This design comes from an exercise in tuning for a short achievable clock period and few clock cycles on the open sky130 flow, not from production work.
Only simulation tests tie the RTL to the original design; equivalence was not proved.
Power and IR drop assume default switching activity.

==> design/flow/config.mk <==
export PLATFORM = sky130hd
export DESIGN_NAME = mips_multi
export DESIGN_NICKNAME = mips_multi
export VERILOG_FILES = /design/flow/design.v
export SDC_FILE = /design/flow/constraint.sdc
export NUM_CORES = 4
export LEC_CHECK = 0
export CAP_MARGIN = 20
export CORE_MARGIN = 2
export CORE_UTILIZATION = 40
export SLEW_MARGIN = 20
==> design/flow/constraint.sdc <==
create_clock -name core_clock -period 8.0 [get_ports {clk}]
set_input_delay 1.6000 -clock core_clock [delete_from_list [all_inputs] [get_ports {clk}]]
set_output_delay 1.6000 -clock core_clock [all_outputs]
set_load 0.01 [all_outputs]
==> design/flow/design.v <==
module mips_multi #(
  parameter int unsigned ADDR_W   = 32,
  parameter logic [31:0] RESET_PC = 32'h0000_0000
) (
  input  logic              clk,
  input  logic              rst,
  output logic              mem_req,
  output logic              mem_we,
  output logic [ADDR_W-1:0] mem_addr,
  output logic [31:0]       mem_wdata,
  input  logic [31:0]       mem_rdata,
  input  logic              mem_ready,
  output logic              halted,
  output logic [31:0]       retired
);
  localparam logic [2:0] S_FETCH  = 3'd0;
  localparam logic [2:0] S_DECODE = 3'd1;
  localparam logic [2:0] S_EXEC   = 3'd2;
  localparam logic [2:0] S_MEM    = 3'd3;
  localparam logic [2:0] S_WB     = 3'd4;
  localparam logic [2:0] S_HALT   = 3'd5;
  logic [2:0]  r_state;
  logic [31:0] r_pc;
  logic [31:0] r_ir;
  logic [31:0] r_a;
  logic [31:0] r_b;
  logic [31:0] r_imm;
  logic [31:0] r_target;
  logic [31:0] r_alu;
  logic [31:0] r_mdr;
  logic [31:0] r_retired;
  logic [31:0] r_regs [32];
  logic [5:0]  w_op;
  logic [4:0]  w_rs;
  logic [4:0]  w_rt;
  logic [4:0]  w_rd;
  logic [5:0]  w_funct;
  logic [31:0] w_simm;
  logic [31:0] w_rs_val;
  logic [31:0] w_rt_val;
  assign w_op     = r_ir[31:26];
  assign w_rs     = r_ir[25:21];
  assign w_rt     = r_ir[20:16];
  assign w_rd     = r_ir[15:11];
  assign w_funct  = r_ir[5:0];
  assign w_simm   = {{16{r_ir[15]}}, r_ir[15:0]};
  assign w_rs_val = (w_rs == 5'd0) ? 32'd0 : r_regs[w_rs];
  assign w_rt_val = (w_rt == 5'd0) ? 32'd0 : r_regs[w_rt];
  logic w_is_r, w_is_lw, w_is_sw, w_is_beq, w_is_addi, w_is_j, w_is_jal, w_is_halt;
  logic w_is_jr, w_r_alu_ok;
  assign w_is_r     = (w_op == 6'h00);
  assign w_is_lw    = (w_op == 6'h23);
  assign w_is_sw    = (w_op == 6'h2B);
  assign w_is_beq   = (w_op == 6'h04);
  assign w_is_addi  = (w_op == 6'h08);
  assign w_is_j     = (w_op == 6'h02);
  assign w_is_jal   = (w_op == 6'h03);
  assign w_is_halt  = (w_op == 6'h3F);
  assign w_is_jr    = w_is_r && (w_funct == 6'h08);
  assign w_r_alu_ok = w_is_r && ((w_funct == 6'h20) || (w_funct == 6'h22) ||
                                 (w_funct == 6'h24) || (w_funct == 6'h25) ||
                                 (w_funct == 6'h2A));
  logic [31:0] w_alu;
  always_comb begin
    w_alu = r_a + r_imm;
    if (w_is_r) begin
      case (w_funct)
        6'h20:   w_alu = r_a + r_b;
        6'h22:   w_alu = r_a - r_b;
        6'h24:   w_alu = r_a & r_b;
        6'h25:   w_alu = r_a | r_b;
        6'h2A:   w_alu = ($signed(r_a) < $signed(r_b)) ? 32'd1 : 32'd0;
        default: w_alu = 32'd0;
      endcase
    end
  end
  always_comb begin
    mem_req   = 1'b0;
    mem_we    = 1'b0;
    mem_addr  = '0;
    mem_wdata = 32'd0;
    if (!rst) begin
      case (r_state)
        S_FETCH: begin
          mem_req  = 1'b1;
          mem_addr = r_pc[ADDR_W-1:0];
        end
        S_MEM: begin
          mem_req   = 1'b1;
          mem_we    = w_is_sw;
          mem_addr  = r_alu[ADDR_W-1:0];
          mem_wdata = w_is_sw ? r_b : 32'd0;
        end
        default: ;
      endcase
    end
  end
  logic w_hs;
  logic w_retire;
  assign w_hs = mem_req && mem_ready;
  always_comb begin
    w_retire = 1'b0;
    case (r_state)
      S_DECODE: w_retire = !w_is_halt && !(w_r_alu_ok || w_is_lw || w_is_sw ||
                                           w_is_beq || w_is_addi);
      S_EXEC:   w_retire = w_is_beq;
      S_MEM:    w_retire = w_hs && w_is_sw;
      S_WB:     w_retire = 1'b1;
      default:  w_retire = 1'b0;
    endcase
  end
  logic [4:0]  w_wb_dst;
  logic [31:0] w_wb_val;
  assign w_wb_dst = w_is_r ? w_rd : w_rt;
  assign w_wb_val = w_is_lw ? r_mdr : r_alu;
  assign halted  = (r_state == S_HALT);
  assign retired = r_retired;
  always_ff @(posedge clk) begin
    if (rst) begin
      r_state   <= S_FETCH;
      r_pc      <= RESET_PC;
      r_ir      <= 32'd0;
      r_a       <= 32'd0;
      r_b       <= 32'd0;
      r_imm     <= 32'd0;
      r_target  <= 32'd0;
      r_alu     <= 32'd0;
      r_mdr     <= 32'd0;
      r_retired <= 32'd0;
      for (int i = 0; i < 32; i++) r_regs[i] <= 32'd0;
    end else begin
      if (w_retire) r_retired <= r_retired + 32'd1;
      case (r_state)
        S_FETCH: begin
          if (w_hs) begin
            r_ir    <= mem_rdata;
            r_pc    <= r_pc + 32'd4;
            r_state <= S_DECODE;
          end
        end
        S_DECODE: begin
          r_a      <= w_rs_val;
          r_b      <= w_rt_val;
          r_imm    <= w_simm;
          r_target <= r_pc + {w_simm[29:0], 2'b00};
          if (w_is_halt) begin
            r_state <= S_HALT;
          end else if (w_is_j || w_is_jal) begin
            r_pc <= {r_pc[31:28], r_ir[25:0], 2'b00};
            if (w_is_jal) r_regs[31] <= r_pc;
            r_state <= S_FETCH;
          end else if (w_is_jr) begin
            r_pc    <= w_rs_val;
            r_state <= S_FETCH;
          end else if (w_r_alu_ok || w_is_lw || w_is_sw || w_is_beq || w_is_addi) begin
            r_state <= S_EXEC;
          end else begin
            r_state <= S_FETCH;
          end
        end
        S_EXEC: begin
          r_alu <= w_alu;
          if (w_is_beq) begin
            if (r_a == r_b) r_pc <= r_target;
            r_state <= S_FETCH;
          end else if (w_is_lw || w_is_sw) begin
            r_state <= S_MEM;
          end else begin
            r_state <= S_WB;
          end
        end
        S_MEM: begin
          if (w_hs) begin
            if (w_is_sw) begin
              r_state <= S_FETCH;
            end else begin
              r_mdr   <= mem_rdata;
              r_state <= S_WB;
            end
          end
        end
        S_WB: begin
          if (w_wb_dst != 5'd0) r_regs[w_wb_dst] <= w_wb_val;
          r_state <= S_FETCH;
        end
        S_HALT:  r_state <= S_HALT;
        default: r_state <= S_FETCH;
      endcase
    end
  end
endmodule
==> design/flow/run.sh <==
#!/bin/bash
# synth_recipe.tcl (not shown) runs the flow's synth.tcl, then flattens the netlist and writes it again
# the make line also repeats each setting of config.mk as NAME=value (left out here)
make -C /OpenROAD-flow-scripts/flow DESIGN_CONFIG=/design/flow/config.mk WORK_HOME=/design/flow/orfs CLKGATE_MAP_FILE= SYNTH_SCRIPT=/design/flow/synth_recipe.tcl finish
==> results.cfg <==
[power_and_ir_drop]
seq_power_share_pct = 46.7
p_int_w = 0.01225
pwr-share-clk_pct = 40.9
p_sw_share_pct = 26.45
p_leak_nw = 26.04
ir_drop_mv = 0.1683
combPwrFrac_pct = 12.4
p_per_area_nw_per_um2 = 205.5
total_power_w = 0.01666
p_switching_w = 0.004406

[drt]
route.detailed.drc = 0
num_vias = 53540
drtPass1Iterations = 8
drt-vias-per-instance = 6.374
wl_per_cell_um = 31.84
postRouteAntennaNets = 0
drtIter0Drc = 7944
routed_wl_um = 267500

[yosys]
synth_edf_count = 1024
ys_seq_area_share_pct = 50.57
synth_flop_cell = edfxtp_1
synth_seq_cells = 1309
ys_warn_count = 1
avgSynthCellArea_um2 = 12.01
syn_area_um2 = 72080
async_flop_share_pct = 0
synth_cells = 6004
ys_types = 98

[clock_tree]
htreeDepth = 4
cts.sinks = 1309
cts_buffers = 144
cts_hold_buffers = 0
post_cts_buffers = 0
cts_resized = 0
clock-root-buffer = clkbuf_16
cts_buffer_depth = 3
clock_latency_ns = 0.81
clk_pin_slew_worst_paths_ns = 0.06
cts_tree = built

[sta]
slew_violations = 0
fin_crit_sh_pct = 69.78
finalSetupTns_ns = 0
hold_viol = 0
finClkSkew_ns = 0.03581
tightestPinTransition_ns = 1.191
finalSetupViolations = 0
grt_setup_unrepaired = false
max_freq_mhz = 179.1
min_period_ns = 5.582
max-slew-margin-rel_pct = 18.34

[hold_path]
holdPathEnd = r_target[9]
hp-start = r_target[9]
hold_path.class = flip-flop to flip-flop
whs_path_depth = 2

[placed_design]
gp_congestion = 0.9460
placed_area_um2 = 76200
dp.cells = 8128
io_buffers = 133
dpl.hpwl_um = 180700

[critical_path]
critPathKind = input pin to primary output
crit_chain = buf_8 > nor3_4 > buf_4 > a22o_1 > clkdlybuf4s50_1
crit_arrival_ns = 3.98
critical-path-top-delay-family = buffers and inverters
cp.required_ns = 6.40
reg2reg_to = r_pc[15]
path_max_fanout = 70
ff2ff_setup_slack_ns = 3.64
r2r_cells = 14
reg2reg_from = r_state[2]
cp_slowest_cell = nor3_4
critPathBufInv = 3
critPathCaptureType = primary output
start_kind = input pin
critical-path-max-stage-delay_ns = 0.79

[die]
core-area_um2 = 178800
ios = 134
start_util_pct = 40.31
die_h_um = 428.5
die_x_um = 428.5
die_area_um2 = 183600
row_count = 155

[run]
cap_viol_max_count = 0

[global_route]
overflow = 0
antenna_found_initial = 22
grt_pass1_wl_um = 378800
grt_pass1_vias = 51050
grt_max_degree = 106
grt_util_all_layers_pct = 28.61

[final_layout]
final_cells = 8399
drive_gt1_share_pct = 18.86
fin_nets = 6135
finish.instance_area_um2 = 81060
area.growth.synth_to_final_pct = 12.46

[run_status]
status = no timing/DRC/antenna violations
## power by group through the flow
stage	registers [W]	logic [W]	clock network, W
after floorplan	0.00778	0.00130	0
after global placement	0.00790	0.00200	0
after detailed placement	0.00791	0.00201	0
after CTS	0.00777	0.00201	0.00686
after global routing	0.00780	0.00214	0.00711
final	0.00778	0.00206	0.00682
## per-layer routing
layer / up-vias / track usage (%) / wire length, µm
li1: 22150 / - / -
met1: 27380 / 37.91 / 99850
met2: 3433 / 44.70 / 122700
met3: 557 / 7.133 / 31340
met4: 18 / 12.41 / 13390
met5: - / 0 / 123
## layout make-up
| cell class | instances | area [µm²] |
|---|---|---|
| fill | 16190 | 97750 |
| sequential | 1309 | 36490 |
| multi-input combinational | 4076 | 33840 |
| clock buffer | 194 | 3988 |
| tap | 2355 | 2947 |
| timing repair buffer | 277 | 2600 |
| clock inverter | 68 | 755.7 |
| inverter | 115 | 431.7 |
| antenna | 5 | 12.51 |
## flip-flops by register name, indices dropped and copies added (netlist names), named ones only
name,count
r_retired,32
r_imm,16
r_pc,32
r_regs,1024
r_b,32
r_ir,32
r_state,3
r_a,32
r_alu,32
r_mdr,32
r_target,32
## layout by cell type (no fill, tap or decap), drive strengths merged, types with 17 or more instances in the layout
master / count
a211oi: 50
a21o: 46
a21oi: 342
a221oi: 17
a22o: 35
a22oi: 23
a31oi: 22
and3: 27
buf: 143
clkbuf: 196
clkdlybuf4s50: 132
clkinv: 48
conb: 32
dfxtp: 285
edfxtp: 1024
ha: 173
inv: 119
mux2i: 106
mux4: 640
nand2: 498
nand2b: 50
nand3: 51
nor2: 1280
nor2b: 18
nor3: 104
nor4: 19
o21ai: 157
o21bai: 20
o22ai: 23
o31ai: 18
or3: 27
xnor2: 74
xor2: 33
## logic make-up after synthesis
kind of cell / synth area share (%)
compound gates: 7.585
buf+inv: 3.496
xor+xnor: 1.300
fa+ha+maj: 3.114
other cells: 0.005202
simple gates: 12.44
flops: 50.57
mux: 21.48
## per-stage QoR
stage / utilization (%) / setup slack [ns] / hold WS [ns]
6_report: 45.34 / 2.418 / 0.4601
5_1_grt: 45.33 / 2.341 / 0.4763
4_1_cts: 45.27 / 2.477 / 0.4538
3_5_place_dp: 42.62 / 2.488 / 0.4457
3_3_place_gp: 42.58 / 2.488 / 0.4376
2_1_floorplan: - / 3.625 / 0.4315
## tightest hold or removal path, cell delays in order, from the launching register on
cell and delay [ns]:
dfxtp_1 0.31, nand2_1 0.05, a21oi_1 0.05
## worst max-delay path by stage
| stage | slack (ns) | to | cells after the start | from |
|---|---|---|---|---|
| 3_3_place_gp | 2.49 | r_pc[22] | 14 | rst |
| 6_report | 2.42 | mem_addr[26] | 5 | rst |
| 5_1_grt | 2.34 | mem_addr[26] | 5 | rst |
| 3_5_place_dp | 2.49 | mem_addr[26] | 5 | rst |
| 2_1_floorplan | 3.62 | mem_addr[10] | 4 | rst |
| 4_1_cts | 2.48 | mem_addr[26] | 5 | rst |
## cell usage after synthesis (23+ instances only)
library cell / instances / share of area (%)
a211oi_1: 49 / 0.51
and3_1: 27 / 0.23
nor3_1: 101 / 0.70
o22ai_1: 23 / 0.20
xor2_1: 33 / 0.40
edfxtp_1: 1024 / 43
a22oi_1: 23 / 0.24
a21o_1: 46 / 0.48
clkbuf_1: 415 / 2.2
mux2i_1: 106 / 1.5
mux4_2: 640 / 20
a22o_1: 35 / 0.43
buf_1: 69 / 0.36
ha_1: 173 / 3.0
dfxtp_1: 285 / 7.9
xnor2_1: 74 / 0.90
nand2b_1: 50 / 0.43
or3_1: 27 / 0.23
a21oi_1: 342 / 2.4
inv_1: 112 / 0.58
nand2_1: 498 / 2.6
nand3_1: 49 / 0.34
o21ai_0: 151 / 1.0
buf_2: 45 / 0.31
nor2_1: 1279 / 6.7
Testbench counts, summed over its fixed seeds: cycles 171,797.

==> re-timing with driven ports <==
Ports are ideal in the flow. The routed layout listed here was re-timed in OpenROAD. Step 1: set_driving_cell puts a clkbuf_16 on clk and a buf_2 on each other input, an assumption about the parent block. Step 2 times the ports against the registers' clock, not the clock port: input delays grow and output delays shrink by t, the midpoint of the rising clock arrivals with the driver on. Three values: no drivers, after step 1, after step 2; two values: the first two.
t (ns): 0.869
setup WS [ns]: 2.418 / 2.378 / 2.344
pins driven straight from the clock port: 1
After both steps this run still meets setup and hold. For this run, drivers alone change the setup slack by -0.040 ns; drivers and shift together by -0.074 ns.
